From an optimization exercise on the open Yosys and OpenROAD flow, aimed at small area, a short achievable clock period and few clock cycles per item; shortcuts taken in it are not production practice.
Function was checked by simulation only, so behaviour that the tests miss may differ from the original.
Power and IR drop assume default switching activity.

$ cat flow/flow/run.sh
#!/bin/bash
# The standard layout, with plain buf_1 cells as the input and output port
# buffers (every port still gets its own buffer). The make output goes to
# standard.log; ORFS's per-step logs stay under orfs/logs/.
set -euo pipefail
export BUFFER_PORTS_ARGS="-buffer_cell sky130_fd_sc_hd__buf_1"
bash standard.sh > standard.log 2>&1
$ cat flow/standard.sh
#!/bin/bash
# synth_recipe.tcl (not shown) runs the flow's synth.tcl, then flattens the netlist and writes it again
# the make line also repeats each setting of config.mk as NAME=value (left out here)
make -C /OpenROAD-flow-scripts/flow DESIGN_CONFIG=/design/flow/config.mk WORK_HOME=/design/flow/orfs CLKGATE_MAP_FILE= SYNTH_SCRIPT=/design/flow/synth_recipe.tcl "${@:-finish}"
$ cat flow/config.mk
export PLATFORM = sky130hd
export DESIGN_NAME = matmul_engine
export DESIGN_NICKNAME = matmul_engine
export VERILOG_FILES = /design/flow/design.v
export SDC_FILE = /design/flow/constraint.sdc
export NUM_CORES = 4
export LEC_CHECK = 0
export CAP_MARGIN = 20
export CORE_MARGIN = 2
export CORE_UTILIZATION = 40
export GPL_ROUTABILITY_DRIVEN = 0
export SETUP_SLACK_MARGIN = 2.3
export SLEW_MARGIN = 20
$ cat flow/constraint.sdc
create_clock -name core_clock -period 7.0 [get_ports {clk_i}]
set_input_delay 1.4000 -clock core_clock [delete_from_list [all_inputs] [get_ports {clk_i}]]
set_output_delay 1.4000 -clock core_clock [all_outputs]
set_load 0.01 [all_outputs]
$ cat flow/design.v
package matmul_pkg;
    localparam int DEF_DATA_WIDTH = 8;
    localparam int DEF_BUS_WIDTH  = 16;
    localparam int DEF_DIM        = 4;
endpackage
module pe_sat
#(
    parameter int DATA_WIDTH = 8,
    parameter int BUS_WIDTH  = 16
) (
    input  logic                  clk_i,
    input  logic                  clr_i,     
    input  logic                  load_i,    
    input  logic [BUS_WIDTH-1:0]  init_i,
    input  logic [3:0]            bo_one,    
    input  logic [3:0]            bo_two,
    input  logic [3:0]            bo_neg,
    input  logic [DATA_WIDTH-1:0] a_i,
    output logic [BUS_WIDTH-1:0]  acc_o,
    output logic                  flag_o
);
    logic [16:0] s_q, c_q, s_d, c_d;
    logic [16:0] sum;
    logic        overflow, flag_q, flag_d;
    logic [15:0] res, base;
    logic pp1, pp2, pp3, pp4, pp5, pp6, pp7, pp8, pp9, pp10, pp11, pp12, pp13, pp14, pp15, pp16, pp17, pp18, pp19, pp20, pp21, pp22, pp23, pp24, pp25, pp26, pp27, pp28, pp29, pp30, pp31, pp32, pp33, pp34, pp35, pp36, pp37, pp38, pp39, pp40, fs41, fc42, fs43, fc44, fs45, fc46, fs47, fc48, fs49, fc50, hs51, hc52, fs53, fc54, fs55, fc56, fs57, fc58, fs59, fc60, fs61, fc62, fs63, fc64, fs65, fc66, fs67, fc68, fs69, fc70, hs71, hc72, fs73, fc74, fs75, fc76, fs77, fc78, fs79, fc80, fs81, fc82, fs83, fc84, fs85, fc86, fs87, fc88, fs89, fc90, fs91, fc92, fs93, fc94, hs95, hc96, fs97, fc98, fs99, fc100, fs101, fc102, fs103, fc104, fs105, fc106, hs107, hc108, fs109, fc110, fs111, fc112, fs113, fc114, fs115, fc116, fs117, fc118;
    assign sum      = s_q + c_q;
    assign overflow = sum[16] != sum[15];
    assign res      = overflow ? {sum[16], {15{!sum[16]}}} : sum[15:0];
    assign acc_o    = res;
    assign flag_o   = flag_q || overflow;
    always_comb begin
        if (clr_i)       base = '0;
        else if (load_i) base = init_i;
        else             base = res;
    end
    assign flag_d = !(clr_i || load_i) && (flag_q || overflow);
    assign pp1 = ((bo_one[0] & a_i[0]) | (bo_two[0] & 1'b0)) ^ bo_neg[0];
    assign pp2 = ((bo_one[0] & a_i[1]) | (bo_two[0] & a_i[0])) ^ bo_neg[0];
    assign pp3 = ((bo_one[0] & a_i[2]) | (bo_two[0] & a_i[1])) ^ bo_neg[0];
    assign pp4 = ((bo_one[0] & a_i[3]) | (bo_two[0] & a_i[2])) ^ bo_neg[0];
    assign pp5 = ((bo_one[0] & a_i[4]) | (bo_two[0] & a_i[3])) ^ bo_neg[0];
    assign pp6 = ((bo_one[0] & a_i[5]) | (bo_two[0] & a_i[4])) ^ bo_neg[0];
    assign pp7 = ((bo_one[0] & a_i[6]) | (bo_two[0] & a_i[5])) ^ bo_neg[0];
    assign pp8 = ((bo_one[0] & a_i[7]) | (bo_two[0] & a_i[6])) ^ bo_neg[0];
    assign pp9 = ((bo_one[0] & a_i[7]) | (bo_two[0] & a_i[7])) ^ bo_neg[0];
    assign pp10 = ~pp9;
    assign pp11 = ((bo_one[1] & a_i[0]) | (bo_two[1] & 1'b0)) ^ bo_neg[1];
    assign pp12 = ((bo_one[1] & a_i[1]) | (bo_two[1] & a_i[0])) ^ bo_neg[1];
    assign pp13 = ((bo_one[1] & a_i[2]) | (bo_two[1] & a_i[1])) ^ bo_neg[1];
    assign pp14 = ((bo_one[1] & a_i[3]) | (bo_two[1] & a_i[2])) ^ bo_neg[1];
    assign pp15 = ((bo_one[1] & a_i[4]) | (bo_two[1] & a_i[3])) ^ bo_neg[1];
    assign pp16 = ((bo_one[1] & a_i[5]) | (bo_two[1] & a_i[4])) ^ bo_neg[1];
    assign pp17 = ((bo_one[1] & a_i[6]) | (bo_two[1] & a_i[5])) ^ bo_neg[1];
    assign pp18 = ((bo_one[1] & a_i[7]) | (bo_two[1] & a_i[6])) ^ bo_neg[1];
    assign pp19 = ((bo_one[1] & a_i[7]) | (bo_two[1] & a_i[7])) ^ bo_neg[1];
    assign pp20 = ~pp19;
    assign pp21 = ((bo_one[2] & a_i[0]) | (bo_two[2] & 1'b0)) ^ bo_neg[2];
    assign pp22 = ((bo_one[2] & a_i[1]) | (bo_two[2] & a_i[0])) ^ bo_neg[2];
    assign pp23 = ((bo_one[2] & a_i[2]) | (bo_two[2] & a_i[1])) ^ bo_neg[2];
    assign pp24 = ((bo_one[2] & a_i[3]) | (bo_two[2] & a_i[2])) ^ bo_neg[2];
    assign pp25 = ((bo_one[2] & a_i[4]) | (bo_two[2] & a_i[3])) ^ bo_neg[2];
    assign pp26 = ((bo_one[2] & a_i[5]) | (bo_two[2] & a_i[4])) ^ bo_neg[2];
    assign pp27 = ((bo_one[2] & a_i[6]) | (bo_two[2] & a_i[5])) ^ bo_neg[2];
    assign pp28 = ((bo_one[2] & a_i[7]) | (bo_two[2] & a_i[6])) ^ bo_neg[2];
    assign pp29 = ((bo_one[2] & a_i[7]) | (bo_two[2] & a_i[7])) ^ bo_neg[2];
    assign pp30 = ~pp29;
    assign pp31 = ((bo_one[3] & a_i[0]) | (bo_two[3] & 1'b0)) ^ bo_neg[3];
    assign pp32 = ((bo_one[3] & a_i[1]) | (bo_two[3] & a_i[0])) ^ bo_neg[3];
    assign pp33 = ((bo_one[3] & a_i[2]) | (bo_two[3] & a_i[1])) ^ bo_neg[3];
    assign pp34 = ((bo_one[3] & a_i[3]) | (bo_two[3] & a_i[2])) ^ bo_neg[3];
    assign pp35 = ((bo_one[3] & a_i[4]) | (bo_two[3] & a_i[3])) ^ bo_neg[3];
    assign pp36 = ((bo_one[3] & a_i[5]) | (bo_two[3] & a_i[4])) ^ bo_neg[3];
    assign pp37 = ((bo_one[3] & a_i[6]) | (bo_two[3] & a_i[5])) ^ bo_neg[3];
    assign pp38 = ((bo_one[3] & a_i[7]) | (bo_two[3] & a_i[6])) ^ bo_neg[3];
    assign pp39 = ((bo_one[3] & a_i[7]) | (bo_two[3] & a_i[7])) ^ bo_neg[3];
    assign pp40 = ~pp39;
    assign fs41 = bo_neg[0] ^ pp1 ^ base[0];
    assign fc42 = (bo_neg[0] & pp1) | (bo_neg[0] & base[0]) | (pp1 & base[0]);
    assign fs43 = pp2 ^ base[1] ^ fc42;
    assign fc44 = (pp2 & base[1]) | (pp2 & fc42) | (base[1] & fc42);
    assign fs45 = bo_neg[1] ^ pp3 ^ pp11;
    assign fc46 = (bo_neg[1] & pp3) | (bo_neg[1] & pp11) | (pp3 & pp11);
    assign fs47 = base[2] ^ fs45 ^ fc44;
    assign fc48 = (base[2] & fs45) | (base[2] & fc44) | (fs45 & fc44);
    assign fs49 = pp4 ^ pp12 ^ base[3];
    assign fc50 = (pp4 & pp12) | (pp4 & base[3]) | (pp12 & base[3]);
    assign hs51 = fc46 ^ fs49;
    assign hc52 = fc46 & fs49;
    assign fs53 = bo_neg[2] ^ pp5 ^ pp13;
    assign fc54 = (bo_neg[2] & pp5) | (bo_neg[2] & pp13) | (pp5 & pp13);
    assign fs55 = pp21 ^ base[4] ^ fs53;
    assign fc56 = (pp21 & base[4]) | (pp21 & fs53) | (base[4] & fs53);
    assign fs57 = fc50 ^ fs55 ^ hc52;
    assign fc58 = (fc50 & fs55) | (fc50 & hc52) | (fs55 & hc52);
    assign fs59 = pp6 ^ pp14 ^ pp22;
    assign fc60 = (pp6 & pp14) | (pp6 & pp22) | (pp14 & pp22);
    assign fs61 = base[5] ^ fc54 ^ fs59;
    assign fc62 = (base[5] & fc54) | (base[5] & fs59) | (fc54 & fs59);
    assign fs63 = fc56 ^ fs61 ^ fc58;
    assign fc64 = (fc56 & fs61) | (fc56 & fc58) | (fs61 & fc58);
    assign fs65 = bo_neg[3] ^ pp7 ^ pp15;
    assign fc66 = (bo_neg[3] & pp7) | (bo_neg[3] & pp15) | (pp7 & pp15);
    assign fs67 = pp23 ^ pp31 ^ base[6];
    assign fc68 = (pp23 & pp31) | (pp23 & base[6]) | (pp31 & base[6]);
    assign fs69 = fc60 ^ fs65 ^ fs67;
    assign fc70 = (fc60 & fs65) | (fc60 & fs67) | (fs65 & fs67);
    assign hs71 = fc62 ^ fs69;
    assign hc72 = fc62 & fs69;
    assign fs73 = pp8 ^ pp16 ^ pp24;
    assign fc74 = (pp8 & pp16) | (pp8 & pp24) | (pp16 & pp24);
    assign fs75 = pp32 ^ base[7] ^ fc66;
    assign fc76 = (pp32 & base[7]) | (pp32 & fc66) | (base[7] & fc66);
    assign fs77 = fs73 ^ fc68 ^ fs75;
    assign fc78 = (fs73 & fc68) | (fs73 & fs75) | (fc68 & fs75);
    assign fs79 = fc70 ^ fs77 ^ hc72;
    assign fc80 = (fc70 & fs77) | (fc70 & hc72) | (fs77 & hc72);
    assign fs81 = ~(pp10 ^ pp17);
    assign fc82 = pp10 | pp17;
    assign fs83 = pp25 ^ pp33 ^ base[8];
    assign fc84 = (pp25 & pp33) | (pp25 & base[8]) | (pp33 & base[8]);
    assign fs85 = fc74 ^ fs81 ^ fs83;
    assign fc86 = (fc74 & fs81) | (fc74 & fs83) | (fs81 & fs83);
    assign fs87 = fc76 ^ fs85 ^ fc78;
    assign fc88 = (fc76 & fs85) | (fc76 & fc78) | (fs85 & fc78);
    assign fs89 = ~(pp18 ^ pp26);
    assign fc90 = pp18 | pp26;
    assign fs91 = pp34 ^ base[9] ^ fc82;
    assign fc92 = (pp34 & base[9]) | (pp34 & fc82) | (base[9] & fc82);
    assign fs93 = fs89 ^ fc84 ^ fs91;
    assign fc94 = (fs89 & fc84) | (fs89 & fs91) | (fc84 & fs91);
    assign hs95 = fc86 ^ fs93;
    assign hc96 = fc86 & fs93;
    assign fs97 = pp20 ^ pp27 ^ pp35;
    assign fc98 = (pp20 & pp27) | (pp20 & pp35) | (pp27 & pp35);
    assign fs99 = base[10] ^ fc90 ^ fs97;
    assign fc100 = (base[10] & fc90) | (base[10] & fs97) | (fc90 & fs97);
    assign fs101 = fc92 ^ fs99 ^ fc94;
    assign fc102 = (fc92 & fs99) | (fc92 & fc94) | (fs99 & fc94);
    assign fs103 = ~(pp28 ^ pp36);
    assign fc104 = pp28 | pp36;
    assign fs105 = base[11] ^ fc98 ^ fs103;
    assign fc106 = (base[11] & fc98) | (base[11] & fs103) | (fc98 & fs103);
    assign hs107 = fc100 ^ fs105;
    assign hc108 = fc100 & fs105;
    assign fs109 = pp30 ^ pp37 ^ base[12];
    assign fc110 = (pp30 & pp37) | (pp30 & base[12]) | (pp37 & base[12]);
    assign fs111 = fc104 ^ fs109 ^ fc106;
    assign fc112 = (fc104 & fs109) | (fc104 & fc106) | (fs109 & fc106);
    assign fs113 = ~(pp38 ^ base[13]);
    assign fc114 = pp38 | base[13];
    assign fs115 = fc110 ^ fs113 ^ fc112;
    assign fc116 = (fc110 & fs113) | (fc110 & fc112) | (fs113 & fc112);
    assign fs117 = pp40 ^ base[14] ^ fc114;
    assign fc118 = (pp40 & base[14]) | (pp40 & fc114) | (base[14] & fc114);
    assign s_d[0] = fs41;
    assign c_d[0] = 1'b0;
    assign s_d[1] = fs43;
    assign c_d[1] = 1'b0;
    assign s_d[2] = fs47;
    assign c_d[2] = 1'b0;
    assign s_d[3] = fc48;
    assign c_d[3] = hs51;
    assign s_d[4] = fs57;
    assign c_d[4] = 1'b0;
    assign s_d[5] = fs63;
    assign c_d[5] = 1'b0;
    assign s_d[6] = fc64;
    assign c_d[6] = hs71;
    assign s_d[7] = fs79;
    assign c_d[7] = 1'b0;
    assign s_d[8] = fc80;
    assign c_d[8] = fs87;
    assign s_d[9] = fc88;
    assign c_d[9] = hs95;
    assign s_d[10] = hc96;
    assign c_d[10] = fs101;
    assign s_d[11] = fc102;
    assign c_d[11] = hs107;
    assign s_d[12] = hc108;
    assign c_d[12] = fs111;
    assign s_d[13] = fs115;
    assign c_d[13] = 1'b0;
    assign s_d[14] = fc116;
    assign c_d[14] = fs117;
    assign s_d[15] = ~base[15];
    assign c_d[15] = fc118;
    assign s_d[16] = 1'b1;
    assign c_d[16] = 1'b0;
    always_ff @(posedge clk_i) begin
        s_q    <= s_d;
        c_q    <= c_d;
        flag_q <= flag_d;
    end
endmodule
module matmul_engine
#(
    parameter int DATA_WIDTH = matmul_pkg::DEF_DATA_WIDTH,
    parameter int BUS_WIDTH  = matmul_pkg::DEF_BUS_WIDTH,
    parameter int DIM        = matmul_pkg::DEF_DIM
) (
    input  logic                          clk_i,
    input  logic                          rst_i,
    input  logic                          start_i,
    input  logic                          mode_i,
    input  logic [DIM*DATA_WIDTH-1:0]     a_col_i,
    input  logic [DIM*DATA_WIDTH-1:0]     b_row_i,
    input  logic                          op_valid_i,
    output logic                          op_ready_o,
    input  logic [DIM*DIM*BUS_WIDTH-1:0]  c_i,
    output logic [DIM*DIM*BUS_WIDTH-1:0]  m_o,
    output logic [DIM*DIM-1:0]            flags_o,
    output logic                          busy_o,
    output logic                          done_o,
    output logic [$clog2(DIM+1)-1:0]      beat_cnt_o
);
    localparam int CW = $clog2(DIM + 1);
    logic          busy_q, done_q;
    logic [CW-1:0] beat_cnt_q;
    logic          start_ok, accept, last;
    assign start_ok = start_i && !busy_q && !rst_i;
    assign accept   = op_valid_i && busy_q && !rst_i;
    assign last     = (beat_cnt_q == CW'(DIM - 1));
    always_ff @(posedge clk_i) begin
        if (rst_i) begin
            busy_q     <= 1'b0;
            done_q     <= 1'b0;
            beat_cnt_q <= '0;
        end else begin
            done_q <= accept && last;
            if (start_ok) begin
                busy_q     <= 1'b1;
                beat_cnt_q <= '0;
            end else if (accept) begin
                beat_cnt_q <= beat_cnt_q + CW'(1);
                if (last) busy_q <= 1'b0;
            end
        end
    end
    assign op_ready_o = busy_q;
    assign busy_o     = busy_q;
    assign done_o     = done_q;
    assign beat_cnt_o = beat_cnt_q;
    logic [3:0] bo_one [DIM];
    logic [3:0] bo_two [DIM];
    logic [3:0] bo_neg [DIM];
    for (genvar j = 0; j < DIM; j++) begin : g_booth
        logic [DATA_WIDTH:0] bx;
        assign bx = {b_row_i[j*DATA_WIDTH +: DATA_WIDTH], 1'b0};
        for (genvar k = 0; k < 4; k++) begin : g_digit
            logic hi, mid, lo;
            assign lo  = bx[2*k];
            assign mid = bx[2*k+1];
            assign hi  = bx[2*k+2];
            assign bo_one[j][k] = accept && (mid ^ lo);
            assign bo_two[j][k] = accept && ((hi && !mid && !lo) || (!hi && mid && lo));
            assign bo_neg[j][k] = hi;
        end
    end
    for (genvar i = 0; i < DIM; i++) begin : g_row
        for (genvar j = 0; j < DIM; j++) begin : g_col
            pe_sat #(
                .DATA_WIDTH (DATA_WIDTH),
                .BUS_WIDTH  (BUS_WIDTH)
            ) u_pe (
                .clk_i  (clk_i),
                .clr_i  (rst_i),
                .load_i (start_ok),
                .init_i (mode_i ? c_i[(i*DIM+j)*BUS_WIDTH +: BUS_WIDTH] : '0),
                .bo_one (bo_one[j]),
                .bo_two (bo_two[j]),
                .bo_neg (bo_neg[j]),
                .a_i    (a_col_i[i*DATA_WIDTH +: DATA_WIDTH]),
                .acc_o  (m_o[(i*DIM+j)*BUS_WIDTH +: BUS_WIDTH]),
                .flag_o (flags_o[i*DIM+j])
            );
        end
    end
endmodule
==> results.toml, run 1 <==
[synthesis]
synth-async-reset-ratio = 0
syn_nets = 6395
ys.flop_type = "dfxtp_1"
synthCells = 5316
synthDistinctLibCells = 96
synthMuxAreaShare = 0.0309
avgSynthCellArea_um2 = 8.73
yosysWarnings = 8
synth_fa_ha_area_frac = 0.285
synth-simple-area-share = 0.0938
synth_xor_area_frac = 0.111
synth_top_family_by_area = "adder cells"
synth.cell_area_um2 = 46400
synth_seq_cells = 421
synth_compound_area_frac = 0.213
seq_area_frac_synth = 0.182
synth_edf_count = 0

[floorplan]
dieArea_um2 = 119000
die_h_um = 345
io_pins = 603
dieWidth_um = 345
fp.coreArea_um2 = 115000
rows = 124
start_util = 0.405

[routing]
postRouteAntennaNets = 0
first_pass_iters = 6
drt-initial-drc-count = 3389
viasPerCell = 5.60
via_count = 41100
drc = 0
routed_wl_um = 170000
wire_per_inst_um = 23.1

[sta]
tightest_slew_ns = 1.10
maxSlewHeadroom = 0.270
slew_viol_final = 0
max_freq_ghz = 0.215
post-route-period-util = 0.664
min_period_ns = 4.65
finalSetupTns_ns = 0
setup_violations = 0
hold_viol = 0
fin_ws_ns = 2.36
fin_skew_ns = 0.0539
rsz0062_at_grt = "yes"

[global_routing]
grt_pass1_vias = 39800
overflow = 0
globalRouteTotalUtil = 0.274
grt_pass1_wl_um = 247000
grt_max_degree = 76
grt_antenna_before_repair = 20

[critical_path]
cp.arrival_ns = 3.24
startpoint_type = "register"
cp.depth = 10
critPathSlowestCell = "a211o_4"
cp_cell_sequence = "ha_1 > ha_2 > a31o_4 > a221o_1 > and3_4 > a211o_4 > nor2_4 > buf_12 > o21ai_1 > buf_1"
worstPathRequired_ns = 5.60
critPathMaxStageDelay_ns = 0.40
cp_num_buf_inv = 2
cp-end-kind = "primary output"
cp_max_fo = 6
worst-setup-path-type = "register to primary output"
cpLargestDelayFamily = "compound AO/OA/AOI/OAI gates"
rr_worst_depth = 14

[place]
portBuffers = 602
pre_cts_slack_ns = 1.24
hpwl_um = 128000

[outcome]
status = "timing/DRC/antenna clean"

[flow_run]
maxCapViolations = 0

[clocking]
ctsRootBufferMaster = "clkbuf_16"
cts_tree = "yes"
clock_sinks = 421
cts_made_buffers = 54
h-tree-depth = 2
insertion_delay_ns = 0.68
clk_pin_slew_ns = 0.06
clockBufferDepth = 3

[finish]
area_growth_pct = 15.7
layout.nets = 6844
drive_above_1_share = 0.113

[pwr]
ir_drop_uv = 509
power.density_nw_per_um2 = 574
leakage_nw = 22.3

[worst_hold_path]
min_path_cells = 1
hold_class = "register to register"
==> worst paths after layout <==
check                                     start                       endpoint  slack [ns]
setup / recovery  g_row[2].g_col[1].u_pe.c_q[3]                       m_o[152]        2.36
hold / removal    g_row[2].g_col[2].u_pe.flag_q  g_row[2].g_col[2].u_pe.flag_q        0.46
setup reg to reg  g_row[0].g_col[3].u_pe.c_q[6]  g_row[0].g_col[3].u_pe.s_q[7]        2.42
hold reg to reg   g_row[2].g_col[2].u_pe.flag_q  g_row[2].g_col[2].u_pe.flag_q        0.46
==> cell families after synthesis <==
| kind of cell | Yosys count |
|---|---|
| adder cells (fa/ha/maj) | 783 |
| buffers and inverters | 1008 |
| AND/OR/NAND/NOR | 968 |
| multiplexers | 139 |
| AO/OA/AOI/OAI | 1408 |
| XOR/XNOR | 589 |
| flip-flops | 421 |
==> layer usage <==
layer | GRT usage | part of all wire | vias to the layer above
met2 | 0.433 | 0.45 | 1700
met4 | 0.0803 | 0.030 | 22
met5 | 0 | 0.00081 | -
li1 | - | - | 19000
met3 | 0.0504 | 0.080 | 257
met1 | 0.381 | 0.44 | 20100
==> state kept, by name, summed over array words and instances, names as in the netlist <==
name,flops
g_row.g_col.u_pe.s_q,256
g_row.g_col.u_pe.c_q,144
g_row.g_col.u_pe.flag_q,16
beat_cnt_q,3
busy_q,1
done_q,1
==> report_power, final <==
part / internal, W / switching, W
Sequential: 0.00380 / 0.000626
Clock: 0.00196 / 0.00124
Combinational: 0.00910 / 0.0141
==> synthesized netlist by cell type (15+ instances only) <==
cell,n,area (µm²)
nand2b_1,33,206
maj3_1,28,280
a21o_1,26,195
mux2_2,30,338
mux2i_1,108,1080
and3_1,15,93.8
o21ai_1,17,85.1
a22oi_1,458,3440
o21a_1,22,165
or2_2,23,144
buf_1,43,161
buf_4,19,143
fa_1,464,9290
xnor2_1,348,3050
nand3_1,57,285
and2_1,33,206
a2bb2oi_1,69,604
nand2_1,279,1050
o21ai_0,307,1540
o21bai_1,41,308
or3_1,19,119
nor3_1,32,160
a22o_1,90,788
a31oi_1,39,244
clkbuf_1,319,1200
buf_2,46,230
ha_1,290,3630
a21oi_1,152,761
nor2_1,393,1480
nor2b_1,27,169
dfxtp_1,421,8430
inv_1,576,2160
xor2_1,241,2110
a31o_2,36,315
==> repair_timing <==
| item | in CTS | in global routing |
|---|---|---|
| pin swaps | 22 | 38 |
| buffers inserted | 24 | 73 |
| hold buffers | 0 | 0 |
| gates cloned | 6 | 11 |
| setup endpoints to repair | 267 | 220 |
| resized for setup | 81 | 122 |
==> metrics by stage <==
| stage | total power, W | hold WS [ns] | utilization | cells | area (µm²) |
|---|---|---|---|---|---|
| 2_1_floorplan | 0.0195 | 0.433 | - | 5316 | 46600 |
| 3_3_place_gp | 0.0257 | 0.438 | 0.435 | 7107 | 49900 |
| 3_5_place_dp | 0.0259 | 0.445 | 0.435 | 7107 | 49900 |
| 4_1_cts | 0.0299 | 0.460 | 0.458 | 7239 | 52500 |
| 5_1_grt | 0.0337 | 0.471 | 0.468 | 7327 | 53700 |
| 6_report | 0.0308 | 0.459 | 0.468 | 7332 | 53700 |
==> cell usage in the layout, fill, tap and decap left out, drive strengths merged, types with 12 or more instances in the layout <==
cell / n
buf: 753
inv: 578
fa: 464
a22oi: 458
dfxtp: 421
nor2: 403
xnor2: 348
o21ai: 326
ha: 290
nand2: 280
xor2: 241
a21oi: 156
clkbuf: 124
mux2i: 109
a22o: 90
a2bb2oi: 69
nand3: 57
o21bai: 41
a31oi: 40
a31o: 38
and2: 36
nand2b: 33
nor3: 32
mux2: 31
maj3: 29
or2: 29
a21o: 27
nor2b: 27
o21a: 22
or3: 20
clkinv: 19
and3: 15
o31ai: 15
a211oi: 14
a221oi: 13
o211ai: 12
bufinv: 12
and4: 12
==> area by class of cell <==
type                            count  area [µm²]
Antenna cell                        9        22.5
Clock inverter                     35         526
Inverter                          576        2160
Clock buffer                       67        1490
Tap cell                         1512        1890
Fill cell                       11200       61000
Multi-Input combinational cell   3901       35000
Timing Repair Buffer              811        4120
Sequential cell                   421        8430
Testbench counts, summed over its fixed seeds: cycles 8,008, items 1,600.
==> run 2, diff against run 1 <==
--- a/flow/config.mk
+++ b/flow/config.mk
@@ -10,3 +10,2 @@
 export CORE_UTILIZATION = 40
-export GPL_ROUTABILITY_DRIVEN = 0
 export SETUP_SLACK_MARGIN = 2.3
==> run 2 against run 1 <==
Design area is 0.41% lower. Fmax is 1.0% lower. Non-clock buffer count is 7 lower. Sequential cell count stayed put. Largest power group unchanged. Hold slack hardly changed. Final cell count is 0.22% lower. Still clean. Clock skew is 0.018 ns lower.
==> results.toml, run 2 <==
[outcome]
status = "timing/DRC/antenna clean"

[sta]
post-route-period-util = 0.670
max_freq_ghz = 0.213
min_period_ns = 4.69
slew_viol_final = 0
maxSlewHeadroom = 0.254
finalSetupTns_ns = 0
fin_skew_ns = 0.0356
tightest_slew_ns = 1.12
setup_violations = 0
hold_viol = 0
rsz0062_at_grt = "yes"

[routing]
wire_per_inst_um = 23.3
first_pass_iters = 5
routed_wl_um = 170000
drc = 0
via_count = 41200
drt-initial-drc-count = 3223
postRouteAntennaNets = 0
viasPerCell = 5.63

[synthesis]
synth_seq_cells = 421
synth_edf_count = 0
avgSynthCellArea_um2 = 8.73
yosys.area.top_type = "fa_1"
netlist_top_cells_count = "inv_1, fa_1, a22oi_1"
synth_top_cell_area_share = 0.200
ys_top_cells_by_area = "fa_1, dfxtp_1, ha_1"
synth.cell_area_um2 = 46400
syn_nets = 6395
synthCells = 5316
synthDistinctLibCells = 96
ys.flop_type = "dfxtp_1"
yosysMostFrequentCell = "inv_1"
seq_area_frac_synth = 0.182
synth-async-reset-ratio = 0
yosysWarnings = 8

[finish]
largest_reg_flops = 256
final_cell_mix = "inv_1, buf_1, a22oi_1"
reg_top3 = "g_row.g_col.u_pe.s_q: 256 flops, g_row.g_col.u_pe.c_q: 144 flops, g_row.g_col.u_pe.flag_q: 16 flops"
area_growth_pct = 15.2
design_area_um2 = 53500
layout.nets = 6832
drive_above_1_share = 0.109
fin_util = 0.466
largest-register = "g_row.g_col.u_pe.s_q"
layout_commonest_cell = "inv_1"

[floorplan]
fp.coreArea_um2 = 115000
start_util = 0.405
die_h_um = 345
dieArea_um2 = 119000
dieWidth_um = 345
rows = 124
io_pins = 603

[global_routing]
grt_pass1_vias = 39900
overflow = 0
grt_pass1_wl_um = 249000
globalRouteTotalUtil = 0.277
grt_max_degree = 111
grt_antenna_before_repair = 19

[critical_path]
cp_cell_sequence = "ha_1 > ha_2 > a31o_4 > a221o_1 > and3_1 > a211o_4 > clkbuf_2 > maj3_2 > buf_1"
worst-setup-path-type = "register to primary output"
critPathSlowestCell = "a211o_4"
cp-end-kind = "primary output"
startpoint_type = "register"
cp.arrival_ns = 3.29
r2r_setup_slack_ns = 2.40
critPathMaxStageDelay_ns = 0.40
worstPathRequired_ns = 5.60
cp_max_fo = 6

[place]
place_area_um2 = 49900
portBuffers = 602
hpwl_um = 129000
gp_congestion = 0.917

[flow_run]
maxCapViolations = 0

[clocking]
clk_pin_slew_ns = 0.06
ctsRootBufferMaster = "clkbuf_16"
cts_made_buffers = 53
cts_tree = "yes"
clockBufferDepth = 3
h-tree-depth = 2
clock_sinks = 421
insertion_delay_ns = 0.67

[pwr]
leakage_nw = 22.2
ir_drop_uv = 425
power.density_nw_per_um2 = 574

[worst_hold_path]
hold_class = "register to register"
-- run 2: cell count changes in the layout (fill, tap and decap cells not counted), moves of 5 or more --
cell | previous run | this run
nor2_2 | 22 | 30
nand2_1 | 271 | 278
nand2_2 | 7 | 1
nor2_4 | 27 | 22
buf_4 | 188 | 178
-- run 2: metrics by stage --
step                      cells  hold slack [ns]  total power (W)  setup WS (ns)
final                      7316            0.459           0.0307           2.31
after global routing       7314            0.495           0.0336           2.20
after CTS                  7249            0.461           0.0299           2.27
after detailed placement   7112            0.447           0.0260           1.28
after global placement     7112            0.439           0.0257           1.31
after floorplan            5316            0.433           0.0195           2.28
-- run 2: layout make-up --
class | count | area, µm²
Clock inverter | 32 | 434
Sequential cell | 421 | 8430
Tap cell | 1512 | 1890
Multi-Input combinational cell | 3897 | 35000
Inverter | 576 | 2160
Timing Repair Buffer | 804 | 4060
Fill cell | 11200 | 61200
Antenna cell | 6 | 15.0
Clock buffer | 68 | 1480
-- run 2: timing repair --
item	4_1_cts	5_1_grt
setup buffers	31	56
pin swaps	20	31
endpoints found under the setup margin	276	221
hold endpoints to repair	0	0
gates resized for setup	75	110
gates cloned	6	5
hold buffers	0	0
-- run 2: path summary, 6_finish.rpt --
path	start	endpoint	cells after the start
max	g_row[2].g_col[1].u_pe.c_q[3]	m_o[148]	9
min	g_row[2].g_col[2].u_pe.flag_q	g_row[2].g_col[2].u_pe.flag_q	1
max reg2reg	g_row[2].g_col[2].u_pe.c_q[11]	g_row[2].g_col[2].u_pe.s_q[7]	14
min reg2reg	g_row[2].g_col[2].u_pe.flag_q	g_row[2].g_col[2].u_pe.flag_q	1
-- run 2: power by group --
part / internal (W) / switching [W] / leakage, nW
Clock: 0.00181 / 0.00124 / 0.927
Sequential: 0.00380 / 0.000633 / 3.54
Combinational: 0.00913 / 0.0141 / 17.7
Total: 0.0147 / 0.0160 / 22.2
-- run 2: logic make-up (layout without fill, tap and decap cells) --
| family | Yosys count | count (layout) | synth area share |
|---|---|---|---|
| AO/OA/AOI/OAI | 1408 | 1409 | 0.213 |
| AND/OR/NAND/NOR | 968 | 976 | 0.0938 |
| adder cells (fa/ha/maj) | 783 | 783 | 0.285 |
| other | 0 | 6 | 0 |
| buffers and inverters | 1008 | 1480 | 0.0847 |
| multiplexers | 139 | 140 | 0.0309 |
| XOR/XNOR | 589 | 589 | 0.111 |
| flip-flops | 421 | 421 | 0.182 |
-- run 2: metal layers --
metal,share of wire,vias up,track usage,wire length [µm]
met5,0.00090,-,0,154
met4,0.031,24,0.0829,5200
met3,0.077,228,0.0468,13200
met2,0.44,1677,0.431,75800
met1,0.45,20300,0.393,76000
li1,-,19000,-,-
-- run 2: critical path: cells and delay by family, from the launching register on --
family | cells | cell delay [ns]
simple gates | 1 | 0.23
fa+ha+maj | 3 | 0.78
buf+inv | 2 | 0.31
flops | 1 | 0.30
compound gates | 3 | 1.02
==> run 3, diff against run 2 <==
--- a/flow/config.mk
+++ b/flow/config.mk
@@ -7,3 +7,3 @@
 export LEC_CHECK = 0
-export CAP_MARGIN = 20
+export CAP_MARGIN = 0
 export CORE_MARGIN = 2
@@ -11,2 +11,2 @@
 export SETUP_SLACK_MARGIN = 2.3
-export SLEW_MARGIN = 20
+export SLEW_MARGIN = 0
==> run 3 against run 2 <==
Wire length increased by 0.60%. Utilization about the same. Count of clock-buffer cells in the layout increased by 1. Combinational power about the same. First-iteration DRC count increased by 6.9%. Sequential power about the same. Sequential cell count unchanged.
==> results.toml, run 3 <==
[clocking]
clockBufferDepth = 3
cts_made_buffers = 53
ctsRootBufferMaster = "clkbuf_16"
h-tree-depth = 2
insertion_delay_ns = 0.67
clock_sinks = 421
cts_tree = "yes"
clk_pin_slew_ns = 0.06

[critical_path]
regToRegEndpoint = "g_row[2].g_col[2].u_pe.s_q[7]"
critPathSlowestCell = "or3b_2"
worst-setup-path-type = "register to primary output"
cp_cell_sequence = "ha_1 > a41o_1 > a221oi_4 > o21bai_1 > o211ai_1 > o41ai_2 > or3b_2 > nor2b_1 > buf_1"
cp-end-kind = "primary output"
worstPathRequired_ns = 5.60
cp.arrival_ns = 3.23
cp_num_buf_inv = 1
critPathMaxStageDelay_ns = 0.52
cp.depth = 9
cp_max_fo = 4
rr_worst_depth = 14
r2r-start = "g_row[2].g_col[2].u_pe.c_q[9]"
cpLargestDelayFamily = "compound AO/OA/AOI/OAI gates"
r2r_setup_slack_ns = 2.44
startpoint_type = "register"
critical_path.startpoint = "g_row[0].g_col[1].u_pe.c_q[6]"
endpoint = "m_o[30]"

[pwr]
totalPowerFinal_w = 0.0307
power.density_nw_per_um2 = 574
clock_power_share = 0.100
p_sw_w = 0.0160
leakage_nw = 22.1
pwr-share-seq = 0.145
switching_share = 0.520
pwr-share-comb = 0.755
p_int_w = 0.0147
ir_drop_uv = 465

[flow_run]
maxCapViolations = 0

[place]
hpwl_um = 129000
portBuffers = 602
place_inst = 7112
gp_congestion = 0.917

[sta]
hold_slack_ns = 0.461
finalSetupTns_ns = 0
post-route-period-util = 0.661
min_period_ns = 4.63
tightest_slew_ns = 1.21
setup_violations = 0
hold_viol = 0
maxSlewHeadroom = 0.194
slew_viol_final = 0
fin_skew_ns = 0.0412
rsz0062_at_grt = "yes"
max_freq_ghz = 0.216

[finish]
largest_reg_flops = 256
layout_commonest_cell = "inv_1"
final_cell_mix = "inv_1, buf_1, a22oi_1"
drive_above_1_share = 0.107
reg_top3 = "g_row.g_col.u_pe.s_q: 256 flops, g_row.g_col.u_pe.c_q: 144 flops, g_row.g_col.u_pe.flag_q: 16 flops"
fin_util = 0.466
n_fill_cell = 11300
layout.nets = 6810
largest-register = "g_row.g_col.u_pe.s_q"
fin_cells = 7295
area_growth_pct = 15.1

[synthesis]
synth_top_cell_area_share = 0.200
synth-async-reset-ratio = 0
syn_nets = 6395
ys.flop_type = "dfxtp_1"
yosys.area.top_type = "fa_1"
synthCells = 5316
avgSynthCellArea_um2 = 8.73
netlist_top_cells_count = "inv_1, fa_1, a22oi_1"
synth.cell_area_um2 = 46400
yosysWarnings = 8
synth_edf_count = 0
ys_top_cells_by_area = "fa_1, dfxtp_1, ha_1"
seq_area_frac_synth = 0.182
yosysMostFrequentCell = "inv_1"
synth_seq_cells = 421
synthDistinctLibCells = 96

[global_routing]
grt_max_degree = 111
gr-usage-met1 = 0.387
overflow = 0
use_met3 = 0.0585
grt_util_met2 = 0.430
globalRouteTotalUtil = 0.278
busiest_layer = "met2"
grt_pass1_wl_um = 249000
grt_antenna_before_repair = 19
grt_pass1_vias = 39900

[routing]
routed_wl_um = 171000
drc = 0
via_count = 41200
postRouteAntennaNets = 0
viasPerCell = 5.65
drt-initial-drc-count = 3444
wire_per_inst_um = 23.5
first_pass_iters = 7

[outcome]
status = "timing/DRC/antenna clean"

[floorplan]
io_pins = 603
die_h_um = 345
dieArea_um2 = 119000
fp.coreArea_um2 = 115000
start_util = 0.405
dieWidth_um = 345
rows = 124

[worst_hold_path]
hold_class = "register to register"
min_path_cells = 1
## run 3: cell families (layout without fill, tap and decap cells)
| group | after synthesis | in the layout | synth area share |
|---|---|---|---|
| AOI/OAI and AO/OA | 1408 | 1410 | 0.213 |
| buffers and inverters | 1008 | 1456 | 0.0847 |
| and+or+nand+nor | 968 | 977 | 0.0938 |
| adders and majority gates | 783 | 783 | 0.285 |
| xor gates and xnor gates | 589 | 589 | 0.111 |
| DFF | 421 | 421 | 0.182 |
| muxes | 139 | 139 | 0.0309 |
| other | 0 | 8 | 0 |
## run 3: worst min path at each step
stage,startpoint,to,slack (ns)
floorplan,g_row[2].g_col[2].u_pe.flag_q,g_row[2].g_col[2].u_pe.flag_q,0.43
global route,g_row[2].g_col[2].u_pe.flag_q,g_row[2].g_col[2].u_pe.flag_q,0.48
CTS,g_row[2].g_col[2].u_pe.flag_q,g_row[2].g_col[2].u_pe.flag_q,0.46
finish,g_row[2].g_col[2].u_pe.flag_q,g_row[2].g_col[2].u_pe.flag_q,0.46
global placement,g_row[2].g_col[2].u_pe.flag_q,g_row[2].g_col[2].u_pe.flag_q,0.44
detailed placement,g_row[2].g_col[2].u_pe.flag_q,g_row[2].g_col[2].u_pe.flag_q,0.45
## run 3: what timing repair did
action / in CTS / in global routing
pin swaps: 21 / 33
setup buffers: 30 / 34
setup endpoints to repair: 283 / 245
gates cloned: 6 / 6
hold buffers: 0 / 0
resized for setup: 89 / 122
## run 3: final cells by class
cell class                 instances  area (µm²)  area share
clock inverter                    30         462     0.00864
tap                             1512        1890      0.0354
inverter                         576        2160      0.0405
antenna                            8        20.0    0.000375
timing repair buffer             781        3900      0.0731
sequential                       421        8430       0.158
multi-input combinational       3898       35100       0.657
clock buffer                      69        1450      0.0271
## run 3: worst reg2reg max path: stages, from the launching register on
cell      delay [ns]
dfxtp_1         0.37
ha_4            0.24
a21o_1          0.22
a221oi_4        0.35
a21oi_4         0.12
or2_4           0.32
maj3_1          0.33
mux2_2          0.34
a22o_2          0.33
fa_1            0.56
inv_1           0.05
fa_1            0.53
inv_1           0.04
ha_1            0.21
fa_1            0.47
## run 3: routing by layer
metal,vias to the layer above,routed length [µm],part of all wire
li1,18900,-,-
met1,20400,74500,0.43
met2,1695,76100,0.44
met3,253,15000,0.088
met4,20,5550,0.032
met5,-,127,0.00074
## run 3: metrics by stage
step	instance area, µm²	setup slack [ns]
finish	53400	2.37
global route	53400	2.26
CTS	52600	2.28
detailed placement	49900	1.23
global placement	49900	1.31
floorplan	46600	2.28
## run 3: power groups by stage
stage	clock network (W)	registers (W)	logic, W
3_3_place_gp	0	0.00445	0.0212
5_1_grt	0.00322	0.00457	0.0258
6_report	0.00307	0.00445	0.0231
4_1_cts	0.00313	0.00442	0.0224
3_5_place_dp	0	0.00445	0.0215
2_1_floorplan	0	0.00424	0.0153
==> run 4, diff against run 3 <==
--- a/flow/config.mk
+++ b/flow/config.mk
@@ -7,6 +7,6 @@
 export LEC_CHECK = 0
-export CAP_MARGIN = 0
+export CAP_MARGIN = 20
 export CORE_MARGIN = 2
 export CORE_UTILIZATION = 40
-export SETUP_SLACK_MARGIN = 2.3
-export SLEW_MARGIN = 0
+export SETUP_SLACK_MARGIN = 2.2
+export SLEW_MARGIN = 20
==> run 4 against run 3 <==
Setup slack got worse by 0.083 ns. Sequential cell count unchanged. Fmax decreased by 1.8%. Clock power grew 4%. Hold slack worse by 0.0024 ns. Power is 1.3% lower. Synthesized area stayed put. Clock skew shrank 0.00068 ns. Count of clock-buffer cells in the layout fell by 8. Design area is 0.56% lower. Critical endpoint is now m_o[64]. Largest cell class unchanged. Largest power group unchanged. Highest routed layer unchanged.
==> results.toml, run 4 <==
[outcome]
status = "timing/DRC/antenna clean"

[sta]
finalSetupTns_ns = 0
hold_slack_ns = 0.459
rsz0062_at_grt = "yes"
setup_violations = 0
min_period_ns = 4.71
slew_viol_final = 0
tightest_slew_ns = 1.09
fin_skew_ns = 0.0405
maxSlewHeadroom = 0.274
post-route-period-util = 0.673
max_freq_ghz = 0.212
hold_viol = 0

[floorplan]
dieArea_um2 = 119000
io_pins = 603
die_h_um = 345
start_util = 0.405
dieWidth_um = 345
rows = 124
fp.coreArea_um2 = 115000

[critical_path]
worstPathRequired_ns = 5.60
critPathSlowestCell = "nor4bb_1"
cp_max_fo = 6
cp_cell_sequence = "ha_1 > a211oi_2 > o21bai_1 > a31o_2 > o2111ai_1 > nor4bb_1 > buf_1"
critPathMaxStageDelay_ns = 0.92
worst-setup-path-type = "register to primary output"
cp-end-kind = "primary output"
cp.arrival_ns = 3.31
r2r_setup_slack_ns = 2.37
startpoint_type = "register"

[pwr]
power.density_nw_per_um2 = 570
ir_drop_uv = 413
leakage_nw = 22.0

[flow_run]
maxCapViolations = 0

[routing]
first_pass_iters = 6
routed_wl_um = 169000
viasPerCell = 5.60
drt-initial-drc-count = 3003
drc = 0
postRouteAntennaNets = 0
via_count = 40900
wire_per_inst_um = 23.2

[clocking]
cts_tree = "yes"
ctsRootBufferMaster = "clkbuf_16"
clk_pin_slew_ns = 0.06
insertion_delay_ns = 0.70
clock_sinks = 421
hold_buffers = 0
clockBufferDepth = 3
h-tree-depth = 2
cts_made_buffers = 56

[synthesis]
synthCells = 5316
synth_top_cell_area_share = 0.200
seq_area_frac_synth = 0.182
avgSynthCellArea_um2 = 8.73
yosysMostFrequentCell = "inv_1"
yosysWarnings = 8
syn_nets = 6395
ys_top_cells_by_area = "fa_1, dfxtp_1, ha_1"
netlist_top_cells_count = "inv_1, fa_1, a22oi_1"
synth_seq_cells = 421
synth-async-reset-ratio = 0
yosys.area.top_type = "fa_1"
synth.cell_area_um2 = 46400
synth_edf_count = 0
synthDistinctLibCells = 96
ys.flop_type = "dfxtp_1"

[global_routing]
grt_max_degree = 62
grt_pass1_wl_um = 248000
overflow = 0
grt_antenna_before_repair = 23
globalRouteTotalUtil = 0.276
grt_pass1_vias = 39900

[place]
gp_congestion = 0.905
hpwl_um = 127000
portBuffers = 602

[finish]
layout_commonest_cell = "inv_1"
area_growth_pct = 14.5
layout.nets = 6804
largest_reg_flops = 256
drive_above_1_share = 0.0974
largest-register = "g_row.g_col.u_pe.s_q"
final_cell_mix = "inv_1, buf_1, a22oi_1"
reg_top3 = "g_row.g_col.u_pe.s_q: 256 flops, g_row.g_col.u_pe.c_q: 144 flops, g_row.g_col.u_pe.flag_q: 16 flops"
n_fill_cell = 11200

[worst_hold_path]
hold_class = "register to register"
run 4: repair_timing:
action / in CTS / in global routing
pin swaps: 12 / 19
setup buffers: 17 / 39
endpoints found under the setup margin: 252 / 230
gates resized for setup: 57 / 76
gates cloned: 3 / 5
run 4: report_power, final:
part	leakage, nW	switching [W]	internal [W]	total [W]
combinational	17.5	0.0138	0.00882	0.0226
sequential	3.54	0.000628	0.00380	0.00443
clock	0.973	0.00128	0.00192	0.00320
total	22.0	0.0157	0.0145	0.0303
run 4: final timing paths:
check | from | end | depth (start not counted)
setup / recovery | g_row[1].g_col[0].u_pe.c_q[8] | m_o[64] | 7
hold / removal | g_row[2].g_col[2].u_pe.flag_q | g_row[2].g_col[2].u_pe.flag_q | 1
setup reg to reg | g_row[3].g_col[0].u_pe.c_q[3] | g_row[3].g_col[0].u_pe.s_q[7] | 15
hold reg to reg | g_row[2].g_col[2].u_pe.flag_q | g_row[2].g_col[2].u_pe.flag_q | 1
run 4: routing by layer:
metal | wire length (µm) | GRT usage | up-vias
met5 | 172 | 0 | -
met4 | 6700 | 0.105 | 26
met3 | 13300 | 0.0526 | 302
met2 | 76600 | 0.435 | 1488
met1 | 72600 | 0.374 | 20200
li1 | - | - | 18900
run 4: area by class of cell:
class / count / area, µm² / share of cell area
clock buffers: 61 / 1430 / 0.0269
clock inverters: 41 / 591 / 0.0111
repair buffers: 775 / 3840 / 0.0724
inverters: 576 / 2160 / 0.0407
multi-input cells: 3895 / 34700 / 0.654
diodes: 10 / 25.0 / 0.000471
flip-flops and latches: 421 / 8430 / 0.159
well taps: 1512 / 1890 / 0.0356
run 4: worst max-delay path: cells and delay by family, from the launching register on:
family	cells	cell delay, ns
adders and majority gates	1	0.33
DFF	1	0.32
buffers and inverters	1	0.24
and+or+nand+nor	1	0.92
AOI/OAI and AO/OA	4	0.82
run 4: cells by family after synthesis:
| group | share of synthesized area |
|---|---|
| flip-flops | 0.182 |
| XOR/XNOR | 0.111 |
| AND/OR/NAND/NOR | 0.0938 |
| AO/OA/AOI/OAI | 0.213 |
| multiplexers | 0.0309 |
| adder cells (fa/ha/maj) | 0.285 |
| buffers and inverters | 0.0847 |
run 4: metrics by stage:
step | util | cell area (µm²) | total power [W] | cells | setup slack (ns)
floorplan | - | 46600 | 0.0195 | 5316 | 2.20
global placement | 0.436 | 50000 | 0.0257 | 7115 | 1.15
detailed placement | 0.436 | 50000 | 0.0259 | 7115 | 1.09
CTS | 0.457 | 52400 | 0.0298 | 7237 | 2.18
global route | 0.463 | 53100 | 0.0332 | 7287 | 2.13
finish | 0.463 | 53100 | 0.0303 | 7291 | 2.29
==> run 5, diff against run 4 <==
==> flow/flow/run.sh (replaced) <==
#!/bin/bash
# The standard layout with two changes to how it is made:
# - plain buf_1 cells as the input and output port buffers (every port still
#   gets its own buffer);
# - yosys synth without its internal "abc -fast" pre-mapping (-noabc), so
#   that the adder extraction sees the full-adder tree as written. Registers
#   and their names are the same as in the standard synthesis.
# The make output goes to standard.log; ORFS's per-step logs stay under
# orfs/logs/.
set -euo pipefail
export BUFFER_PORTS_ARGS="-buffer_cell sky130_fd_sc_hd__buf_1"
export SYNTH_ARGS="-noabc"
bash standard.sh > standard.log 2>&1
--- a/flow/config.mk
+++ b/flow/config.mk
@@ -10,3 +10,3 @@
 export CORE_UTILIZATION = 40
-export SETUP_SLACK_MARGIN = 2.2
+export SETUP_SLACK_MARGIN = 2.5
 export SLEW_MARGIN = 20
==> run 5 against run 4 <==
Non-clock buffer count grew 83. Combinational power rose by 5%. Critical path type is now primary input to register. Sequential power is 2% higher. Design area grew 3.1%. Utilization rose by 2.4 points. Global-route usage shrank 0.93 points. Clock skew fell by 0.012 ns. Clock power decreased by 5%. First-iteration DRC count rose by 2.8%. Sequential cell count is the same. Highest routed layer unchanged. Wire length fell by 3.9%. Count of clock-buffer cells in the layout is 9 higher.
==> results.toml, run 5 <==
[synthesis]
syn_nets = 6041
synthDistinctLibCells = 97
ys_top_cells_by_area = "fa_1, dfxtp_1, ha_1"
seq_area_frac_synth = 0.186
synth_edf_count = 0
ys.flop_type = "dfxtp_1"
synthCells = 4898
synth_seq_cells = 421
yosysMostFrequentCell = "fa_1"
yosysWarnings = 8
yosys.area.top_type = "fa_1"
avgSynthCellArea_um2 = 9.25
synth-async-reset-ratio = 0
netlist_top_cells_count = "fa_1, inv_1, dfxtp_1"
synth_top_cell_area_share = 0.219
synth.cell_area_um2 = 45300

[floorplan]
die_h_um = 340
rows = 123
dieWidth_um = 340
dieArea_um2 = 116000
io_pins = 603
fp.coreArea_um2 = 112000
start_util = 0.403

[critical_path]
cpMostUsedCell = "fa_1"
startpoint_type = "primary input"
cp.arrival_ns = 5.02
r2r_setup_slack_ns = 2.62
critPathSlowestCell = "fa_1"
cp_max_fo = 54
cp_num_buf_inv = 4
cpLargestDelayFamily = "adder cells"
worstPathRequired_ns = 7.54
critPathMaxStageDelay_ns = 0.50
cp-end-kind = "register"
cp_cell_sequence = "clkdlybuf4s15_2 > buf_4 > nor4bb_4 > buf_4 > buf_12 > a22o_1 > fa_1 > fa_1 > ha_1 > fa_1"
worst-setup-path-type = "primary input to register"

[sta]
fin_skew_ns = 0.0285
maxSlewHeadroom = 0.283
post-route-period-util = 0.641
hold_viol = 0
finalSetupTns_ns = 0
tightest_slew_ns = 1.08
min_period_ns = 4.49
setup_violations = 0
slew_viol_final = 0
hold_slack_ns = 0.474
max_freq_ghz = 0.223
fin_ws_ns = 2.51
rsz0062_at_grt = "yes"

[pwr]
power.density_nw_per_um2 = 573
pwr-share-seq = 0.144
p_sw_w = 0.0160
leakage_nw = 22.1
clock_power_share = 0.097
pwr-share-comb = 0.760
ir_drop_uv = 445
switching_share = 0.509
p_int_w = 0.0154

[finish]
largest_reg_flops = 256
largest-register = "g_row.g_col.u_pe.s_q"
final_cell_mix = "buf_1, fa_1, inv_1"
layout_commonest_cell = "buf_1"
n_fill_cell = 10700
layout.nets = 6574
reg_top3 = "g_row.g_col.u_pe.s_q: 256 flops, g_row.g_col.u_pe.c_q: 144 flops, g_row.g_col.u_pe.flag_q: 16 flops"
drive_above_1_share = 0.157
area_growth_pct = 21.0
design_area_um2 = 54800

[global_routing]
grt_pass1_wl_um = 238000
overflow = 0
grt_pass1_vias = 38900
globalRouteTotalUtil = 0.267
grt_antenna_before_repair = 9
grt_max_degree = 122

[place]
hpwl_um = 114000
portBuffers = 602
gp_congestion = 0.890
place_area_um2 = 48800
pre_cts_slack_ns = 1.22

[outcome]
status = "timing/DRC/antenna clean"

[clocking]
hold_buffers = 0
insertion_delay_ns = 0.67
h-tree-depth = 2
cts_tree = "yes"
clock_sinks = 421
cts_made_buffers = 53
clk_pin_slew_ns = 0.06
ctsRootBufferMaster = "clkbuf_16"
clockBufferDepth = 3

[routing]
viasPerCell = 5.66
wire_per_inst_um = 23.3
drc = 0
routed_wl_um = 163000
drt-initial-drc-count = 3086
postRouteAntennaNets = 0
first_pass_iters = 6
via_count = 39500

[worst_hold_path]
hold_class = "register to register"

[flow_run]
maxCapViolations = 0
==> run 5: worst register-to-register path: cells and delay by family (launching register included) <==
| kind | cells | cell delay [ns] |
|---|---|---|
| flip-flops | 1 | 0.33 |
| adder cells (fa/ha/maj) | 5 | 1.84 |
| AND/OR/NAND/NOR | 1 | 0.38 |
| AO/OA/AOI/OAI | 6 | 1.36 |
| buffers and inverters | 2 | 0.35 |
==> run 5: layout make-up <==
type / instances / area [µm²] / share of cell area
multi-input combinational: 3670 / 36000 / 0.657
timing repair buffer: 858 / 4930 / 0.0900
inverter: 427 / 1600 / 0.0293
clock inverter: 30 / 393 / 0.00717
antenna: 5 / 12.5 / 0.000228
tap: 1500 / 1880 / 0.0343
sequential: 421 / 8440 / 0.154
clock buffer: 70 / 1510 / 0.0276
==> run 5: path summary, 6_finish.rpt <==
kind | startpoint | endpoint | depth (start not counted)
max | rst_i | g_row[0].g_col[0].u_pe.s_q[7] | 10
min | g_row[1].g_col[1].u_pe.flag_q | g_row[1].g_col[1].u_pe.flag_q | 2
max reg2reg | g_row[0].g_col[0].u_pe.c_q[6] | g_row[0].g_col[0].u_pe.s_q[7] | 14
min reg2reg | g_row[1].g_col[1].u_pe.flag_q | g_row[1].g_col[1].u_pe.flag_q | 2
==> run 5: cells by family (layout without fill, tap and decap cells) <==
logic type	Yosys count	after routing	share of synthesized area
simple gates	698	707	0.0715
flops	421	421	0.186
compound gates	1404	1418	0.218
fa+ha+maj	840	840	0.313
buf+inv	833	1385	0.0715
mux	120	123	0.0274
xor+xnor	582	582	0.113
other cells	0	5	0
==> run 5: layer usage <==
layer,up-vias,share of wire,global-route usage
li1,18100,-,-
met1,19600,0.44,0.367
met2,1583,0.47,0.432
met3,229,0.068,0.0420
met4,8,0.028,0.0770
met5,-,0.00030,0
==> run 5: power groups by stage <==
stage / sequential (W) / combinational, W / clock [W]
floorplan: 0.00425 / 0.0140 / 0
finish: 0.00450 / 0.0238 / 0.00304
detailed placement: 0.00443 / 0.0199 / 0
global placement: 0.00444 / 0.0196 / 0
CTS: 0.00444 / 0.0220 / 0.00310
global route: 0.00461 / 0.0263 / 0.00320
==> run 5: stage by stage <==
stage,power (W),cells,util
2_1_floorplan,0.0182,4898,-
3_3_place_gp,0.0241,6679,0.435
3_5_place_dp,0.0243,6679,0.435
4_1_cts,0.0296,6905,0.472
5_1_grt,0.0341,6979,0.488
6_report,0.0314,6981,0.488
==> run 5: timing repair <==
item | 4_1_cts | 5_1_grt
resized for setup | 279 | 269
setup endpoints to repair | 418 | 327
pin swaps | 61 | 73
setup buffers | 105 | 61
cloned | 21 | 10
hold endpoints to repair | 0 | 0
==> run 6, diff against run 5 <==
--- a/flow/config.mk
+++ b/flow/config.mk
@@ -7,2 +7,3 @@
 export LEC_CHECK = 0
+export ABC_AREA = 1
 export CAP_MARGIN = 20
@@ -10,3 +11,3 @@
 export CORE_UTILIZATION = 40
-export SETUP_SLACK_MARGIN = 2.5
+export SETUP_SLACK_MARGIN = 2.3
 export SLEW_MARGIN = 20
==> run 6 against run 5 <==
Still clean. First-iteration DRC count decreased by 8.6%. Sequential power decreased by 1%. Power down 8.7%. Hold slack hardly changed. Register-to-register slack better by 0.12 ns. Synthesized cell count is 21% higher. Critical path depth increased by 2. Clock power down 7.6%. Setup slack got worse by 0.22 ns. Design area decreased by 5.5%. Sequential share of layout area up 0.88 points. Fmax fell by 4.6%. Largest power group unchanged. Highest routed layer unchanged.
==> results.toml, run 6 <==
[outcome]
status = "timing/DRC/antenna clean"

[sta]
slew_viol_final = 0
maxSlewHeadroom = 0.268
hold_slack_ns = 0.475
post-route-period-util = 0.672
fin_skew_ns = 0.0306
max_freq_ghz = 0.213
setup_violations = 0
finalSetupTns_ns = 0
hold_viol = 0
min_period_ns = 4.70
rsz0062_at_grt = "yes"
tightest_slew_ns = 1.10

[place]
hpwl_um = 124000
gp_congestion = 0.901
portBuffers = 602

[floorplan]
rows = 124
start_util = 0.405
io_pins = 603
dieArea_um2 = 119000
dieWidth_um = 345
die_h_um = 345
fp.coreArea_um2 = 115000

[synthesis]
synth-async-reset-ratio = 0
synth_edf_count = 0
seq_area_frac_synth = 0.182
synth_top_cell_area_share = 0.214
ys.flop_type = "dfxtp_1"
synthCells = 5949
synth_seq_cells = 421
avgSynthCellArea_um2 = 7.80
netlist_top_cells_count = "nand2_1, inv_1, xor2_1"
yosys.area.top_type = "fa_1"
syn_nets = 7092
synth.cell_area_um2 = 46400
ys_top_cells_by_area = "fa_1, dfxtp_1, nand2_1"
yosysMostFrequentCell = "nand2_1"
synthDistinctLibCells = 41
yosysWarnings = 8

[finish]
fin_util = 0.451
largest-register = "g_row.g_col.u_pe.s_q"
layout_commonest_cell = "nand2_1"
reg_top3 = "g_row.g_col.u_pe.s_q: 256 flops, g_row.g_col.u_pe.c_q: 144 flops, g_row.g_col.u_pe.flag_q: 16 flops"
largest_reg_flops = 256
layout.nets = 7494
area_growth_pct = 11.5
final_cell_mix = "nand2_1, xor2_1, inv_1"
drive_above_1_share = 0.0560
n_fill_cell = 11600

[global_routing]
grt_max_degree = 93
overflow = 0
grt_pass1_vias = 40300
grt_antenna_before_repair = 20
grt_pass1_wl_um = 244000
globalRouteTotalUtil = 0.271

[critical_path]
r2r-start = "busy_q"
cp-end-kind = "register"
endpoint = "g_row[2].g_col[0].u_pe.s_q[13]"
worstPathRequired_ns = 7.54
regToRegEndpoint = "g_row[1].g_col[0].u_pe.s_q[5]"
rr_worst_depth = 11
critical_path.startpoint = "b_row_i[7]"
worst-setup-path-type = "primary input to register"
startpoint_type = "primary input"
cp.arrival_ns = 5.24
cp_max_fo = 23
r2r_setup_slack_ns = 2.74

[pwr]
ir_drop_uv = 403
leakage_nw = 25.8
power.density_nw_per_um2 = 553
totalPowerFinal_w = 0.0286

[routing]
first_pass_iters = 8
postRouteAntennaNets = 0
wire_per_inst_um = 20.6
routed_wl_um = 163000
via_count = 41100
drc = 0
viasPerCell = 5.19
drt-initial-drc-count = 2820

[clocking]
insertion_delay_ns = 0.65
clockBufferDepth = 3
ctsRootBufferMaster = "clkbuf_16"
clock_sinks = 421
cts_tree = "yes"
cts_made_buffers = 53
h-tree-depth = 2
hold_buffers = 0
clk_pin_slew_ns = 0.06

[flow_run]
maxCapViolations = 0

[worst_hold_path]
hold_class = "register to register"
==> run 6: changes by cell type after synthesis, moves of 105 or more <==
cell | previous run | this run
buf_2 | 27 | 132
nand3_1 | 51 | 166
nand2_1 | 253 | 1810
xnor2_1 | 358 | 31
a22o_1 | 225 | 0
a22oi_1 | 403 | 0
clkbuf_1 | 313 | 142
xor2_1 | 223 | 625
inv_1 | 427 | 636
o22ai_1 | 7 | 399
o21ai_0 | 351 | 51
==> run 6: worst min path at each step <==
stage	start	end	cells past startpoint
global placement	g_row[2].g_col[3].u_pe.flag_q	g_row[2].g_col[3].u_pe.flag_q	2
finish	g_row[2].g_col[3].u_pe.flag_q	g_row[2].g_col[3].u_pe.flag_q	2
CTS	g_row[2].g_col[3].u_pe.flag_q	g_row[2].g_col[3].u_pe.flag_q	2
floorplan	g_row[0].g_col[1].u_pe.flag_q	g_row[0].g_col[1].u_pe.flag_q	2
global route	g_row[2].g_col[3].u_pe.flag_q	g_row[2].g_col[3].u_pe.flag_q	2
detailed placement	g_row[2].g_col[3].u_pe.flag_q	g_row[2].g_col[3].u_pe.flag_q	2
==> run 6: layout make-up <==
cell class              instances  area, µm²  area share
clock buffers                  75       1540      0.0298
inverters                     646       2450      0.0473
repair buffers                712       3240      0.0626
well taps                    1512       1890      0.0366
diodes                         10       25.0    0.000484
multi-input cells            4517      34000       0.656
clock inverters                20        213     0.00411
flip-flops and latches        421       8430       0.163
==> run 6: per-stage QoR <==
step | cells | setup WS, ns | instance area, µm²
2_1_floorplan | 5949 | 2.50 | 46400
6_report | 7913 | 2.30 | 51700
3_3_place_gp | 7797 | 1.15 | 49800
5_1_grt | 7910 | 2.25 | 51700
3_5_place_dp | 7797 | 1.15 | 49800
4_1_cts | 7901 | 2.31 | 51600
==> run 6: cell families after synthesis <==
logic type               Yosys count  synth area share
XOR/XNOR                         656             0.124
flip-flops                       421             0.182
AND/OR/NAND/NOR                 2330             0.202
buffers and inverters           1012            0.0897
AO/OA/AOI/OAI                    712             0.103
adder cells (fa/ha/maj)          818             0.301
==> run 6: per-layer routing <==
layer	share of wire	routed length, µm	global-route usage	up-vias
li1	-	-	-	19600
met1	0.44	71800	0.372	19700
met2	0.45	73800	0.432	1478
met3	0.073	11900	0.0455	267
met4	0.032	5280	0.0909	12
met5	0.00045	74	0	-
==> run 6: timing repair <==
item                                   CTS  global route
pin swaps                                2             0
gates cloned                             1             0
setup endpoints to repair              155            63
resized for setup                        4            19
setup buffers                            8             2
endpoints found under the hold margin    0             0
==> run 6: worst max-delay path: stages <==
cell,delay (ns)
clkbuf_2,0.53
o2111ai_2,0.71
buf_4,0.43
o22ai_1,0.13
xor2_1,0.20
fa_1,0.51
fa_1,0.42
inv_1,0.09
fa_1,0.18
inv_1,0.06
fa_1,0.49
inv_1,0.04
==> run 6: power by group <==
group	internal [W]	switching (W)	leakage [nW]	total [W]
Combinational	0.00714	0.0142	21.4	0.0214
Sequential	0.00386	0.000576	3.54	0.00444
Clock	0.00164	0.00117	0.847	0.00281
Total	0.0126	0.0160	25.8	0.0286
==> run 7, diff against run 6 <==
--- a/flow/config.mk
+++ b/flow/config.mk
@@ -7,3 +7,2 @@
 export LEC_CHECK = 0
-export ABC_AREA = 1
 export CAP_MARGIN = 20
==> run 7 against run 6 <==
Design area rose by 0.99%. Final cell count shrank 13%. Synthesized area decreased by 2.4%. Critical path depth down 3. Largest power group unchanged.
==> results.toml, run 7 <==
[synthesis]
synthDistinctLibCells = 97
seq_area_frac_synth = 0.186
synth-async-reset-ratio = 0
synth_seq_cells = 421
synthCells = 4898
ys.flop_type = "dfxtp_1"
ys_top_cells_by_area = "fa_1, dfxtp_1, ha_1"
yosys.area.top_type = "fa_1"
netlist_top_cells_count = "fa_1, inv_1, dfxtp_1"
synth.cell_area_um2 = 45300
syn_nets = 6041
yosysMostFrequentCell = "fa_1"
avgSynthCellArea_um2 = 9.25
synth_top_cell_area_share = 0.219
synth_edf_count = 0
yosysWarnings = 8

[finish]
largest_reg_flops = 256
layout_commonest_cell = "buf_1"
n_fill_cell = 11000
reg_top3 = "g_row.g_col.u_pe.s_q: 256 flops, g_row.g_col.u_pe.c_q: 144 flops, g_row.g_col.u_pe.flag_q: 16 flops"
drive_above_1_share = 0.0986
largest-register = "g_row.g_col.u_pe.s_q"
final_cell_mix = "buf_1, fa_1, inv_1"
area_growth_pct = 15.4
layout.nets = 6472
fin_cells = 6878
design_area_um2 = 52200

[clocking]
h-tree-depth = 2
cts_tree = "yes"
ctsRootBufferMaster = "clkbuf_16"
clockBufferDepth = 3
cts_made_buffers = 54
insertion_delay_ns = 0.65
clk_pin_slew_ns = 0.06
clock_sinks = 421

[sta]
rsz0062_at_grt = "yes"
min_period_ns = 4.61
hold_slack_ns = 0.489
maxSlewHeadroom = 0.280
finalSetupTns_ns = 0
slew_viol_final = 0
fin_skew_ns = 0.0187
setup_violations = 0
post-route-period-util = 0.659
max_freq_ghz = 0.217
tightest_slew_ns = 1.08
hold_viol = 0

[outcome]
status = "timing/DRC/antenna clean"

[routing]
drc = 0
drt-initial-drc-count = 2558
first_pass_iters = 5
via_count = 38400
routed_wl_um = 155000
postRouteAntennaNets = 0
viasPerCell = 5.58
wire_per_inst_um = 22.5

[global_routing]
overflow = 0
grt_pass1_wl_um = 234000
globalRouteTotalUtil = 0.261
grt_max_degree = 152
grt_pass1_vias = 38300
grt_antenna_before_repair = 13

[critical_path]
cpMostUsedCell = "fa_1"
rr_worst_depth = 13
cp_cell_sequence = "clkbuf_4 > buf_4 > nor2_1 > mux2_2 > a22o_1 > fa_2 > fa_1 > fa_1 > fa_1"
critPathMaxStageDelay_ns = 0.58
cp.arrival_ns = 5.14
critical_path.startpoint = "b_row_i[17]"
cp_max_fo = 45
r2r_setup_slack_ns = 2.54
startpoint_type = "primary input"
worst-setup-path-type = "primary input to register"
regToRegEndpoint = "g_row[3].g_col[1].u_pe.s_q[5]"
worstPathRequired_ns = 7.53
cp-end-kind = "register"
r2r-start = "g_row[3].g_col[1].u_pe.c_q[3]"
critPathSlowestCell = "buf_4"

[flow_run]
maxCapViolations = 0

[pwr]
power.density_nw_per_um2 = 548
p_sw_w = 0.0148
switching_share = 0.518
pwr-share-comb = 0.740
p_int_w = 0.0138
leakage_nw = 21.1
ir_drop_uv = 490
clock_power_share = 0.106
pwr-share-seq = 0.155

[floorplan]
fp.coreArea_um2 = 112000
dieWidth_um = 340
rows = 123
die_h_um = 340
start_util = 0.403
dieArea_um2 = 116000
io_pins = 603

[worst_hold_path]
hold_end = "g_row[1].g_col[1].u_pe.flag_q"
min_path_cells = 2
holdCritStartpoint = "g_row[1].g_col[1].u_pe.flag_q"
hold_class = "register to register"

[place]
place_inst = 6680
hpwl_um = 114000
gp_congestion = 0.906
place_area_um2 = 48800
portBuffers = 602
## run 7: critical path, delay by kind of cell
kind | cells | cell delay, ns
mux | 1 | 0.33
compound gates | 1 | 0.20
simple gates | 1 | 0.27
fa+ha+maj | 4 | 1.89
buf+inv | 2 | 0.99
## run 7: worst max-delay path by stage
stage / to / depth (start not counted)
floorplan: g_row[0].g_col[0].u_pe.s_q[7] / 11
global placement: g_row[1].g_col[0].u_pe.s_q[7] / 9
detailed placement: g_row[1].g_col[0].u_pe.s_q[5] / 9
CTS: m_o[85] / 9
global route: m_o[32] / 8
finish: g_row[0].g_col[2].u_pe.s_q[7] / 9
## run 7: power groups by stage
stage	combinational (W)	sequential [W]	clock (W)
2_1_floorplan	0.0140	0.00425	0
3_3_place_gp	0.0196	0.00445	0
3_5_place_dp	0.0200	0.00444	0
4_1_cts	0.0207	0.00442	0.00310
5_1_grt	0.0238	0.00455	0.00318
6_report	0.0212	0.00443	0.00303
## run 7: area by class of cell
class,instances,area (µm²),share of cell area
inverters,427,1600,0.0307
clock inverters,22,315,0.00603
diodes,5,12.5,0.000239
well taps,1500,1880,0.0359
repair buffers,769,3890,0.0744
multi-input cells,3656,34500,0.661
clock buffers,78,1600,0.0305
flip-flops and latches,421,8430,0.161
## run 7: routing by layer
layer	vias up	wire length, µm	global-route usage
li1	17800	-	-
met3	208	11100	0.0418
met5	-	69	0
met2	1417	71100	0.419
met4	10	4050	0.0693
met1	18900	68700	0.365
## run 7: stage by stage
step | utilization | power [W] | setup slack, ns
finish | 0.465 | 0.0286 | 2.39
floorplan | - | 0.0182 | 2.28
CTS | 0.459 | 0.0282 | 2.26
global route | 0.465 | 0.0315 | 2.25
detailed placement | 0.435 | 0.0244 | 1.29
global placement | 0.435 | 0.0241 | 1.32
## run 7: kinds of logic (layout without fill, tap and decap cells)
family                     after synthesis  in the layout  share of synthesized area
DFF                                    421            421                      0.186
AOI/OAI and AO/OA                     1404           1406                      0.218
other                                    0              5                          0
muxes                                  120            120                     0.0274
and+or+nand+nor                        698            708                     0.0715
xor gates and xnor gates               582            582                      0.113
adders and majority gates              840            840                      0.313
buffers and inverters                  833           1296                     0.0715
## run 7: what timing repair did
action / 4_1_cts / 5_1_grt
pin swaps: 21 / 24
gates cloned: 12 / 0
gates resized for setup: 85 / 90
hold buffers: 0 / 0
setup endpoints to repair: 243 / 281
setup buffers: 41 / 40

Setup slack of run 7, layout unchanged: 2.389 ns with ideal ports, 2.331 ns with driving cells assumed (clock clkbuf_16, inputs buf_2), 1.715 ns with port delays also shifted by the 0.708 ns mid clock arrival.
